This is an optimization exercise on Yosys and OpenROAD, whose aim is small area, a short achievable clock period and few clock cycles per item, not a production implementation.
At most, simulation tests tie the RTL to the original design; equivalence was not proved.
No activity file was given, so power comes from the tool's default toggle rates.

Setup of v23:
## stack_mem_responder
module stack_mem_responder #(
  parameter int unsigned             WIDTH     = 32,
  parameter int unsigned             DEPTH     = 64,
  parameter int unsigned             AW        = 6,
  parameter logic [WIDTH-1:0]        STACK_TOP = 32'd64
) (
  input  logic             clk,
  input  logic             rst,
  input  logic             req_valid,
  output logic             req_ready,
  input  logic [2:0]       req_op,
  input  logic [WIDTH-1:0] req_addr,
  input  logic [WIDTH-1:0] req_wdata,
  output logic             resp_valid,
  input  logic             resp_ready,
  output logic [WIDTH-1:0] resp_rdata,
  output logic             resp_is_ret,
  output logic [1:0]       resp_err,
  output logic [AW:0]      occupancy
);
Size in the first run: about 6000 cells after synthesis, ~80000 sq um of cells after synthesis.
clock: 6.0 ns
lec_check: 0
cap_margin: 20
core_margin: 2
core_utilization: 50
cts_cluster_diameter: 80
cts_cluster_size: 20
setup_slack_margin: 3.5
slew_margin: 20
synth_hierarchical: 1
synth_minimum_keep_size: 0
standard.sh (not shown) runs the stock make flow with config.mk's settings and CLKGATE_MAP_FILE= SYNTH_SCRIPT=/design/flow/synth_recipe.tcl, a recipe that flattens the netlist after the stock synthesis.
==> flow/flow/run.sh <==
#!/bin/bash
set -o pipefail
here=$(pwd)
export BUFFER_PORTS_ARGS="-buffer_cell sky130_fd_sc_hd__buf_4"
export PRE_GLOBAL_ROUTE_TCL="$here/flow/split_root.tcl"
bash standard.sh > standard.log 2>&1
==> flow/flow/split_root.tcl <==
# Split the clock tree's root buffer into four: the clock port drives four
# root buffers (one per quadrant of the first-level buffers), each driving
# its quadrant's first-level buffers. Every register keeps the same number
# of buffer levels; only the root's load is divided. Sourced by ORFS at
# the start of global routing, with the design after CTS loaded; global
# routing's own repair then runs on the new tree.
set block [ord::get_db_block]
set root [$block findInst clkbuf_0_clk]
if {$root eq "NULL"} { puts "no root buffer; leaving the tree as it is"; return }
set in_net  [[$root findITerm A] getNet]
set out_net [[$root findITerm X] getNet]
set loads {}
foreach it [$out_net getITerms] {
  if {[$it isInputSignal]} { lappend loads $it }
}
puts "root drives [llength $loads] loads"
# split the loads into 4 groups by quadrant around their centroid
set sx 0; set sy 0
foreach it $loads { set loc [[$it getInst] getLocation]; set sx [expr {$sx + [lindex $loc 0]}]; set sy [expr {$sy + [lindex $loc 1]}] }
set cx [expr {$sx / [llength $loads]}]; set cy [expr {$sy / [llength $loads]}]
array set grp {0 {} 1 {} 2 {} 3 {}}
foreach it $loads {
  set loc [[$it getInst] getLocation]
  set g [expr {([lindex $loc 0] >= $cx ? 1 : 0) + ([lindex $loc 1] >= $cy ? 2 : 0)}]
  lappend grp($g) $it
}
set master [$root getMaster]
set n 0
foreach g {0 1 2 3} {
  if {[llength $grp($g)] == 0} continue
  set gx 0; set gy 0
  foreach it $grp($g) { set loc [[$it getInst] getLocation]; set gx [expr {$gx + [lindex $loc 0]}]; set gy [expr {$gy + [lindex $loc 1]}] }
  set gx [expr {$gx / [llength $grp($g)]}]; set gy [expr {$gy / [llength $grp($g)]}]
  if {$n == 0} {
    # the original root keeps the first group
    set inst $root
    set net $out_net
  } else {
    set inst [odb::dbInst_create $block $master "clkbuf_0_clk_q$g"]
    set net [odb::dbNet_create $block "clknet_0_clk_q$g"]
    $net setSigType CLOCK
    [$inst findITerm A] connect $in_net
    [$inst findITerm X] connect $net
    foreach it $grp($g) { $it disconnect; $it connect $net }
  }
  $inst setLocation [expr {int($gx)}] [expr {int($gy)}]
  $inst setPlacementStatus PLACED
  puts "group $g: [llength $grp($g)] loads, root [$inst getName] at $gx $gy"
  incr n
}
# legalize the moved and new root buffers
detailed_placement
check_placement
Testbench counts of v23, summed over its fixed seeds: cycles 12,024, items 12,000.
Inputs modified between v23 and v26:
diff --git a/flow/design.v b/flow/design.v
--- a/flow/design.v
+++ b/flow/design.v
@@ -16,28 +16,24 @@
   output logic [WIDTH-1:0] resp_rdata,
   output logic             resp_is_ret,
   output logic [1:0]       resp_err,
   output logic [AW:0]      occupancy
 );
   localparam logic [2:0]       OP_PUSH = 3'b001;
   localparam logic [2:0]       OP_POP  = 3'b010;
   localparam logic [2:0]       OP_CALL = 3'b011;
   localparam logic [2:0]       OP_RET  = 3'b100;
   localparam logic [WIDTH-1:0] BASE    = STACK_TOP - WIDTH'(DEPTH);
   localparam logic [AW:0]      FULL    = (AW+1)'(DEPTH);
-  localparam int unsigned      LW      = AW / 2;        
-  localparam int unsigned      HW      = AW - LW;       
-  localparam int unsigned      NL      = 1 << LW;
-  localparam int unsigned      NH      = 1 << HW;
   localparam int unsigned      NG      = DEPTH / 3;     
-  localparam int unsigned      NP      = 6;             
+  localparam int unsigned      NP      = 7;             
   localparam int unsigned      GPP     = (NG + NP - 1) / NP;   
   localparam int unsigned      RW      = WIDTH + AW + 4;       
   logic             accept;
   logic [WIDTH-1:0] offset;
   logic [AW-1:0]    idx;
   logic             in_range, is_wr, is_rd, is_ret, wr_ok, rd_ok;
   logic [1:0]       err_n;
   logic [AW:0]      occ_q, occ_n;
   logic             full_q, empty_q, full_n, empty_n;
   assign accept   = req_valid && req_ready;
   assign offset   = req_addr - BASE;
@@ -60,69 +56,61 @@
     empty_n = empty_q;
     if (accept && wr_ok) begin
       occ_n   = occ_q + 1'b1;
       full_n  = (occ_q == FULL - 1'b1);
       empty_n = 1'b0;
     end else if (accept && rd_ok) begin
       occ_n   = occ_q - 1'b1;
       full_n  = 1'b0;
       empty_n = (occ_q == (AW+1)'(1));
     end
   end
-  logic [NL-1:0] lsel_n;
-  logic [NH-1:0] hsel_n;
-  always_comb begin
-    lsel_n = '0;
-    hsel_n = '0;
-    lsel_n[idx[LW-1:0]]  = 1'b1;
-    hsel_n[idx[AW-1:LW]] = 1'b1;
+  logic [DEPTH-1:0] row;
+  always_comb begin
+    row = '0;
+    row[idx] = 1'b1;
   end
   logic             v1_q, rd1_q, wr1_q, ret1_q;
   logic [1:0]       err1_q;
-  logic [NL-1:0]    lsel1_q;            
-  logic [NH-1:0]    hsel1_q;
-  logic [DEPTH-1:0] rrow;               
-  always_comb begin
-    for (int k = 0; k < DEPTH; k++) rrow[k] = hsel1_q[k / NL] && lsel1_q[k % NL];
-  end
+  logic [DEPTH-1:0] rrow_q;             
   logic [WIDTH-1:0] wdata1_q;
   logic [DEPTH-1:0][WIDTH-1:0] mem_q, mem_d;
   logic [DEPTH-1:0] we_row, keep_row;
-  assign we_row   = rrow & {DEPTH{wr1_q}};
+  assign we_row   = rrow_q & {DEPTH{wr1_q}};
   assign keep_row = ~we_row;
   for (genvar k = 0; k < DEPTH; k++) begin : g_word
     for (genvar b = 0; b < WIDTH; b++) begin : g_bit
       stack_wbit u_w (
         .q(mem_q[k][b]), .keep(keep_row[k]), .we(we_row[k]),
         .d(wdata1_q[b]), .y(mem_d[k][b])
       );
     end
   end
   always_ff @(posedge clk) mem_q <= mem_d;
   logic [NG-1:0][WIDTH-1:0] grp_n;              
   logic [NP-1:0][WIDTH-1:0] part_n;
   for (genvar g = 0; g < NG; g++) begin : g_grp
     for (genvar b = 0; b < WIDTH; b++) begin : g_bit
       stack_rd3 u_r (
-        .s0(rrow[3*g]),   .d0(mem_q[3*g][b]),
-        .s1(rrow[3*g+1]), .d1(mem_q[3*g+1][b]),
-        .s2(rrow[3*g+2]), .d2(mem_q[3*g+2][b]),
+        .s0(rrow_q[3*g]),   .d0(mem_q[3*g][b]),
+        .s1(rrow_q[3*g+1]), .d1(mem_q[3*g+1][b]),
+        .s2(rrow_q[3*g+2]), .d2(mem_q[3*g+2][b]),
         .y_n(grp_n[g][b])
       );
     end
   end
   always_comb begin
     part_n = '0;
     for (int g = 0; g < NG; g++) part_n[g / GPP] = part_n[g / GPP] | ~grp_n[g];
     for (int k = 3 * NG; k < DEPTH; k++)
-      if (rrow[k]) part_n[NP-1] = part_n[NP-1] | mem_q[k];
+      if (rrow_q[k]) part_n[NP-1] = part_n[NP-1] | mem_q[k];
   end
   logic                     v2_q, rd2_q, ret2_q;
   logic [1:0]               err2_q;
   logic [AW:0]              occ2_q;
   logic [NP-1:0][WIDTH-1:0] part_q;
   logic [WIDTH-1:0]         s2_rdata;
   always_comb begin
     s2_rdata = '0;
     for (int p = 0; p < NP; p++) s2_rdata = s2_rdata | part_q[p];
     if (!rd2_q) s2_rdata = '0;
   end
@@ -186,24 +174,23 @@
       empty_q <= empty_n;
       v1_q    <= v1_n;
       v2_q    <= v2_n;
       out_v_q <= out_v_n;
       sk_n_q  <= sk_n_n;
       wr1_q   <= accept && wr_ok;
       busy_q  <= v1_n && ((sk_n_n == 2'd2) || ((sk_n_n == 2'd1) && v2_n));
     end
   end
   always_ff @(posedge clk) begin
     if (!s1_hold) begin
-      lsel1_q <= lsel_n;
-      hsel1_q <= hsel_n;
+      rrow_q <= row;
       rd1_q  <= accept && rd_ok;
       ret1_q <= is_ret;
       err1_q <= err_n;
     end
     wdata1_q <= req_wdata;
     part_q <= part_n;
     rd2_q  <= rd1_q;
     ret2_q <= ret1_q;
     err2_q <= err1_q;
     occ2_q <= occ_q;
     sk0_q  <= sk0_d;
Findings:
Of the two values seen for last element of the critical path, part_q[89] was produced by v23 and mem_q[1847] by v26. v23 → v26: portion of total power attributed to sequential cells went down, buffers inserted during post-CTS setup optimization went down, clock group share of total power went down, sequential share of layout area went up, average size of a mapped cell did not really move. Diff v26..v23 | peak clock frequency supported by timing | negligible. Summary of v26 over v23: worst stage delay on the critical path moved up; filler-free cell count of the finished design went up 254; total routing usage reported by global routing dropped 0.77 points; total power climbed 2.3 mW. Most heavily used metal layer in global routing = met1: v23; most heavily used metal layer in global routing = met2: v26. Delta (v26 minus v23): worst path setup slack after routing now sits lower; final core area utilization was more or less identical.
Only the layout flow was run in v26; the RTL was not checked for function there.

[what the ideal ports hide]
The results above use ideal ports. As a check the final layouts listed here were re-extracted and re-timed, cells and wires unchanged.
Step 1 sets driving cells, clkbuf_16 on the clock port and buf_2 on the other inputs (assumed; they add their load-dependent delay and slew).
Step 2 times the ports against the registers' clock, not the clock port: input delays grow and output delays shrink by t, the midpoint of the rising clock arrivals with the driver on.
a / b / c = ideal / step 1 / step 2; a / b = the first two.
| run | t (ns) | setup slack, ns | slew at the worst register clock pin (ns) |
|---|---|---|---|
| v23 | 0.735 | 3.450 / 3.449 / 3.035 | 0.10 / 0.10 |
| v26 | 0.733 | 3.443 / 3.443 / 2.977 | 0.09 / 0.09 |
After both steps setup and hold are still met in every run listed. The setup slack of v26, which loses most, moves by 0.000 ns with the drivers and by -0.466 ns with both steps.
